From an optimization exercise on the open Yosys and OpenROAD flow, aimed at small area and few clock cycles; shortcuts taken in it are not production practice. Function was checked by simulation only, so behaviour that the tests miss may differ from the original. The clock port is modelled as an ideal driver, which makes a skipped or thinned clock tree look cheaper than it is; a real chip needs a root buffer or a tree. No activity file was given, so power comes from the tool's default toggle rates.

v6:
==> flow/design.v (excerpt) <==
module nmea_rmc_sentence_parser #(
    parameter int MAX_SENTENCE_LEN = 100,
    parameter int FRACTION_DIGITS  = 4
) (
    input  logic        aclk,
    input  logic        aresetn,
    input  logic        s_tvalid,
    output logic        s_tready,
    input  logic [7:0]  s_tdata,    
    output logic        m_tvalid,
    input  logic        m_tready,
    output logic [87:0] m_tdata
);
clock: 12.0 ns
lec_check: 0
cap_margin: 20
core_margin: 2
core_utilization: 40
slew_margin: 20
standard.sh (not shown) runs the stock make flow with config.mk's settings and CLKGATE_MAP_FILE= SYNTH_SCRIPT=/design/flow/synth_recipe.tcl, a recipe that flattens the netlist after the stock synthesis.
==> flow/flow/run.sh <==
#!/bin/bash
# The standard layout (the standard.sh), with three changes:
# - after the standard synthesis, flow/reopt.sh maps its combinational logic again with an
#   area-oriented ABC script; every flip-flop and tie cell instance is kept exactly as the
#   standard synthesis made it (same names, same cells). 1_synth.odb is then rebuilt from
#   the new netlist (the standard netlist is kept as 1_2_yosys.standard.v);
# - the port buffers use the smallest buffer cell (buf_1);
# - the clock tree is built by flow/mcts.tcl (ORFS's PRE_CTS_TCL hook) instead of
#   clock_tree_synthesis: one root clkbuf_8 driving sixteen clkbuf_4, each driving an equal,
#   compact group of flip-flops. The rest of the CTS step and all later steps are ORFS's own.
# Logs: make's output in flow.log, the re-mapping's in reopt.log, every ORFS tool's in
# orfs/logs.
set -euo pipefail
export MCTS_CLOCK_PORT=aclk
export MCTS_LEVELS=4
export MCTS_LEAF_BUF=sky130_fd_sc_hd__clkbuf_4
export MCTS_ROOT_BUF=sky130_fd_sc_hd__clkbuf_8
ARGS=(BUFFER_PORTS_ARGS="-buffer_cell sky130_fd_sc_hd__buf_1" PRE_CTS_TCL="$(pwd)/flow/mcts.tcl")
RES=orfs/results/sky130hd/nmea_rmc_sentence_parser/base
bash standard.sh "${ARGS[@]}" synth > flow.log 2>&1
cp $RES/1_2_yosys.v $RES/1_2_yosys.standard.v
bash flow/reopt.sh $RES/1_2_yosys.standard.v $RES/1_2_yosys.v reopt.log
bash standard.sh "${ARGS[@]}" do-1_synth >> flow.log 2>&1
bash standard.sh "${ARGS[@]}" finish >> flow.log 2>&1
Other scripts of this flow, unchanged in this note and not shown: flow/flow/mcts.tcl, flow/flow/reopt.sh
v6: flow completed, timing, DRC and antenna clean
Testbench counts of v6, summed over its fixed seeds: cycles 117,293.
Changes in v7 relative to v6:
--- a/flow/design.v
+++ b/flow/design.v
@@ -223,18 +223,18 @@
                            (m == 4'd11) ? 9'd304 :
                            (m == 4'd12) ? 9'd334 :
                            9'd0;
     endfunction
     logic        in_s_reg, out_v_reg;
     logic [6:0]  len_reg;
     logic [3:0]  fi_reg;       
     logic [2:0]  cif_reg;      
-    logic        hdr_reg, fmt_reg, mode_n_reg, ck_bad_reg, bad_reg, sp_reg;
-    logic [7:0]  xor_reg;
+    logic        hdr_reg, fmt_reg, mode_n_reg, bad_reg, sp_reg;
+    logic [7:0]  xor_reg;      
     logic [12:0] min_reg;
     logic [26:0] lat_val;      
     logic [27:0] lon_val;      
     logic [2:0]  lat_fc_reg, lon_fc_reg;    
     logic        south_reg, west_reg;
     logic [6:0]  dd_reg;
     logic [3:0]  mon_reg;      
     logic        leap_reg;
@@ -296,40 +296,38 @@
             cif_reg <= 3'd1;
         end else if (comma) begin
             if (fi_reg != 4'd15) fi_reg <= inc4(fi_reg);
             cif_reg <= 3'd0;
         end else if (ch) begin
             if (cif_reg != 3'd7) cif_reg <= inc3(cif_reg);
         end
     end
-    logic [3:0] xor_nib;
-    assign xor_nib = cif_reg[0] ? xor_reg[3:0] : xor_reg[7:4];
+    logic [3:0] ck_val;
+    assign ck_val = hex_digit(c);
     always_ff @(posedge aclk) begin
         if (start) begin
             hdr_reg    <= 1'b1;
             fmt_reg    <= 1'b0;
             mode_n_reg <= 1'b0;
-            ck_bad_reg <= 1'b0;
             xor_reg    <= '0;
         end else if (comma) begin
             if (f0 && (cif_reg != 3'd6)) hdr_reg <= 1'b0;
             xor_reg <= xor_reg ^ 8'h2C;
         end else if (ch) begin
             if (f0 && (!p_lt6 || (header_char(cif_reg) != c))) hdr_reg <= 1'b0;
             if (!(f12 && !p0)) xor_reg <= xor_reg ^ c;
+            else if (f12 && p23) xor_reg <= xor_reg ^ (cif_reg[0] ? {4'h0, ck_val} : {ck_val, 4'h0});
             if (f12 && p1) begin
                 if (!is_star) fmt_reg <= 1'b1;
             end else if (is_star) begin
                 fmt_reg <= 1'b1;
             end
             if (f12 && p23 && !is_hex) fmt_reg <= 1'b1;
             if (f12 && p0) mode_n_reg <= (c == 8'h4E);
-            if (f12 && p23)
-                ck_bad_reg <= (cif_reg[0] && ck_bad_reg) || (hex_digit(c) != xor_nib);
         end
     end
     function automatic logic [3:0] hex_digit(input logic [7:0] ch_in);
         hex_digit = ch_in[6] ? {1'b1, inc3(ch_in[2:0])} : ch_in[3:0];
     endfunction
     always_ff @(posedge aclk) begin
         if (start) begin
             bad_reg <= 1'b0;
@@ -435,31 +433,31 @@
             end
         end
     end
     assign lat_val = w_reg[27:1];
     assign lon_val = st_reg;
     logic fin_ok;
     assign fin_ok = !((len_reg == LEN_FULL) || (len_reg == LEN_OVER))
                  && hdr_reg && !(f0 && (cif_reg != 3'd6)) && f12 && !fmt_reg
-                 && (cif_reg == 3'd4) && !mode_n_reg && !ck_bad_reg && !bad_reg;
+                 && (cif_reg == 3'd4) && !mode_n_reg && (xor_reg == 8'h00) && !bad_reg;
     logic [2:0]  code;
     logic        ok;
     logic [8:0]  doy;
     logic [15:0] doy_sum;
     logic [27:0] lat_o;
     logic [28:0] lon_o;
     logic        lat_any, lon_any;
     always_comb begin
         if (len_reg == LEN_OVER)                      code = 3'd7;
         else if (!hdr_reg || (f0 && (cif_reg != 3'd6))) code = 3'd1;
         else if (!f12)                                code = 3'd2;
         else if (fmt_reg || (cif_reg != 3'd4))        code = 3'd3;
         else if (mode_n_reg)                          code = 3'd4;
-        else if (ck_bad_reg)                          code = 3'd5;
+        else if (xor_reg != 8'h00)                    code = 3'd5;
         else if (bad_reg)                             code = 3'd6;
         else                                          code = 3'd0;
         ok = (code == 3'd0);
         doy_sum = add16c({9'd0, dd_reg}, {7'd0, month_base(mon_reg)},
                          leap_reg && (mon_reg[3] || mon_reg[2] || (mon_reg[1] && mon_reg[0])));
         doy = doy_sum[8:0];
         lat_any = 1'b0;
         for (int i = 0; i < 27; i++) begin
[summary]
- Between v7 and v6, it is v7 whose final critical-path share of the clock period is higher, by 3.1 points.
- Going from v6 to v7, total cell area at the placement stage shrinks by about 2.2%.
- Of v6 and v7, the run reporting the lower count of inverters not on the clock network in the layout was v6.
- Of v7 and v6, it is v7 that has the higher average wire length per cell after detail routing.
- Cmp v6 and v7 / smallest setup slack after layout / lower: v7
- Est. power | v7 vs v6 | v7 lower
Testbench counts of v7, summed over its fixed seeds: cycles 117,293.
No run of this note takes its clock network from TritonCTS; it comes from the design's own scripts or RTL.

== the previous run ==
Another version of the RTL of nmea_rmc_sentence_parser (not shown whole).
Size in the first run: ~1100 cells after synthesis, about 7500 um2 of cells after synthesis.
==> flow/config.mk <==
export PLATFORM = sky130hd
export DESIGN_NAME = nmea_rmc_sentence_parser
export DESIGN_NICKNAME = nmea_rmc_sentence_parser
export VERILOG_FILES = /design/flow/design.v
export SDC_FILE = /design/flow/constraint.sdc
export NUM_CORES = 4
export LEC_CHECK = 0
export CAP_MARGIN = 20
export CORE_MARGIN = 2
export CORE_UTILIZATION = 40
export SLEW_MARGIN = 20
==> flow/constraint.sdc <==
create_clock -name core_clock -period 12.0 [get_ports {aclk}]
set_input_delay 2.4000 -clock core_clock [delete_from_list [all_inputs] [get_ports {aclk}]]
set_output_delay 2.4000 -clock core_clock [all_outputs]
set_load 0.01 [all_outputs]
==> flow/flow/run.sh <==
#!/bin/bash
# The standard layout (the standard.sh), with four changes:
# - after the standard synthesis, flow/reopt.sh maps its combinational logic again with an
#   area-oriented ABC script; every flip-flop and tie cell instance is kept exactly as the
#   standard synthesis made it (same names, same cells). 1_synth.odb is then rebuilt from
#   the new netlist (the standard netlist is kept as 1_2_yosys.standard.v);
# - the port buffers use the smallest buffer cell (buf_1);
# - the tie cell that drives the constant outputs is not copied once per output
#   (SKIP_REPAIR_TIE_FANOUT);
# - the clock tree is built by flow/mcts.tcl (ORFS's PRE_CTS_TCL hook) instead of
#   clock_tree_synthesis: one root clkbuf_4 driving eight clkbuf_8, each driving an equal,
#   compact group of flip-flops. The rest of the CTS step and all later steps are ORFS's own.
# Logs: make's output in flow.log, the re-mapping's in reopt.log, every ORFS tool's in
# orfs/logs.
set -euo pipefail
export MCTS_CLOCK_PORT=aclk
export MCTS_LEVELS=3
export MCTS_LEAF_BUF=sky130_fd_sc_hd__clkbuf_8
export MCTS_ROOT_BUF=sky130_fd_sc_hd__clkbuf_4
ARGS=(BUFFER_PORTS_ARGS="-buffer_cell sky130_fd_sc_hd__buf_1" PRE_CTS_TCL="$(pwd)/flow/mcts.tcl"
      SKIP_REPAIR_TIE_FANOUT=1)
RES=orfs/results/sky130hd/nmea_rmc_sentence_parser/base
bash standard.sh "${ARGS[@]}" synth > flow.log 2>&1
cp $RES/1_2_yosys.v $RES/1_2_yosys.standard.v
bash flow/reopt.sh $RES/1_2_yosys.standard.v $RES/1_2_yosys.v reopt.log
bash standard.sh "${ARGS[@]}" do-1_synth >> flow.log 2>&1
bash standard.sh "${ARGS[@]}" finish >> flow.log 2>&1
Other scripts of this flow, unchanged in this note and not shown: flow/flow/mcts.tcl, flow/flow/reopt.sh
The previous run finished all stages; the layout is clean.
Testbench counts of the previous run, summed over its fixed seeds: cycles 117,293.
The following lists how the current run was set up differently from the previous run:
-- flow/design.v --
<<< the previous run, line 312
        end else if (comma) begin
            if (f0 && (cif_reg != 3'd6)) hdr_reg <= 1'b0;
        end else if (ch) begin
            if (f0 && (!p_lt6 || (header_char(cif_reg) != c))) hdr_reg <= 1'b0;
            if (f12 && p1) begin
                if (!is_star) fmt_reg <= 1'b1;
>>> the current run, line 312
        end else if (comma) begin
            if (f0 && (cif_reg != 3'd6)) hdr_reg <= 1'b0;
            xor_reg <= xor_reg ^ 8'h2C;
        end else if (ch) begin
            if (f0 && (!p_lt6 || (header_char(cif_reg) != c))) hdr_reg <= 1'b0;
            if (!(f12 && !p0)) xor_reg <= xor_reg ^ c;
            else if (f12 && p23) xor_reg <= xor_reg ^ (cif_reg[0] ? {4'h0, ck_val} : {ck_val, 4'h0});
            if (f12 && p1) begin
                if (!is_star) fmt_reg <= 1'b1;
<<< the previous run, line 321
            if (f12 && p23 && !is_hex) fmt_reg <= 1'b1;
            if (f12 && p0) mode_n_reg <= (c == 8'h4E);
        end
        if (!start && (comma || ch)) begin
            if (comma || !(f12 && !p0)) xor_reg <= xor_reg ^ c;
            else if (f12 && p23) xor_reg <= xor_reg ^ (cif_reg[0] ? {4'h0, ck_val} : {ck_val, 4'h0});
        end
    end
>>> the current run, line 324
            if (f12 && p23 && !is_hex) fmt_reg <= 1'b1;
            if (f12 && p0) mode_n_reg <= (c == 8'h4E);
        end
    end
<<< the previous run, line 352
            cc       = (min_reg[i] & e) | (min_reg[i] & cc) | (e & cc);
        end
        min_b = (cif_reg[1:0] == 2'd2) ? (min_reg << 2) : (min_reg << 3);
        cc = 1'b0;
        for (int i = 0; i < 13; i++) begin
>>> the current run, line 351
            cc       = (min_reg[i] & e) | (min_reg[i] & cc) | (e & cc);
        end
        min_b = (cif_reg[1:0] == 2'd2) ? 13'({min_reg[6:0], 2'b00}) : (min_reg << 3);
        cc = 1'b0;
        for (int i = 0; i < 13; i++) begin
## What came out
As of the current run, critical path depth had fallen by more than a quarter compared to the previous run. Sequential power share: the current run lower than the previous run. Relative to the previous run, the final cell area reported for the current run is higher. The previous run ended up with registers as its largest power group; the current run ended up with combinational logic. Comparing the current run and the previous run, the higher maximum clock skew at final layout was measured on the current run. The current run vs. the previous run: met2 routing resource usage after global routing shrank by 2.8 points, final critical-path share of the clock period decreased by 1.4 points relative to the old numbers, total placed cells including tap cells now sits higher. On share of cells above drive strength 1, the previous run tracks the current run almost exactly. met1 wire length was higher in the run labelled the current run. Summary of the current run over the previous run: total power went up by about 7%, final hold slack went up by 5.2 ps.
Testbench counts of the current run, summed over its fixed seeds: cycles 117,293.
No run of this note takes its clock network from TritonCTS; it comes from the design's own scripts or RTL.

[re-timing with driven ports]
No port has a modelled driver above. Below, the same layouts with a new extraction and two added sets of constraints. Step 1 assumes that a clkbuf_16 drives the clock port and a buf_2 every other input. Step 2 moves the port delays by t, midway between the first and last clock arrival at a register: inputs arrive t later, outputs are due t later. That takes back most of the time a late clock gives input paths. a / b / c = ideal / step 1 / step 2; a / b = the first two.
run | t (ns) | slack for setup (ns) | latest minus earliest clock arrival (ns)
v6 | 0.498 | 1.666 / 1.628 / 1.341 | 0.027 / 0.027
v7 | 0.495 | 1.295 / 1.256 / 0.870 | 0.021 / 0.021
the previous run | 0.550 | 2.233 / 2.249 / 1.699 | 0.017 / 0.017
the current run | 0.545 | 2.403 / 2.364 / 2.231 | 0.027 / 0.028
After both steps every run listed still meets setup and hold. For the previous run, which loses most, drivers alone change the setup slack by +0.016 ns; drivers and shift together by -0.534 ns.
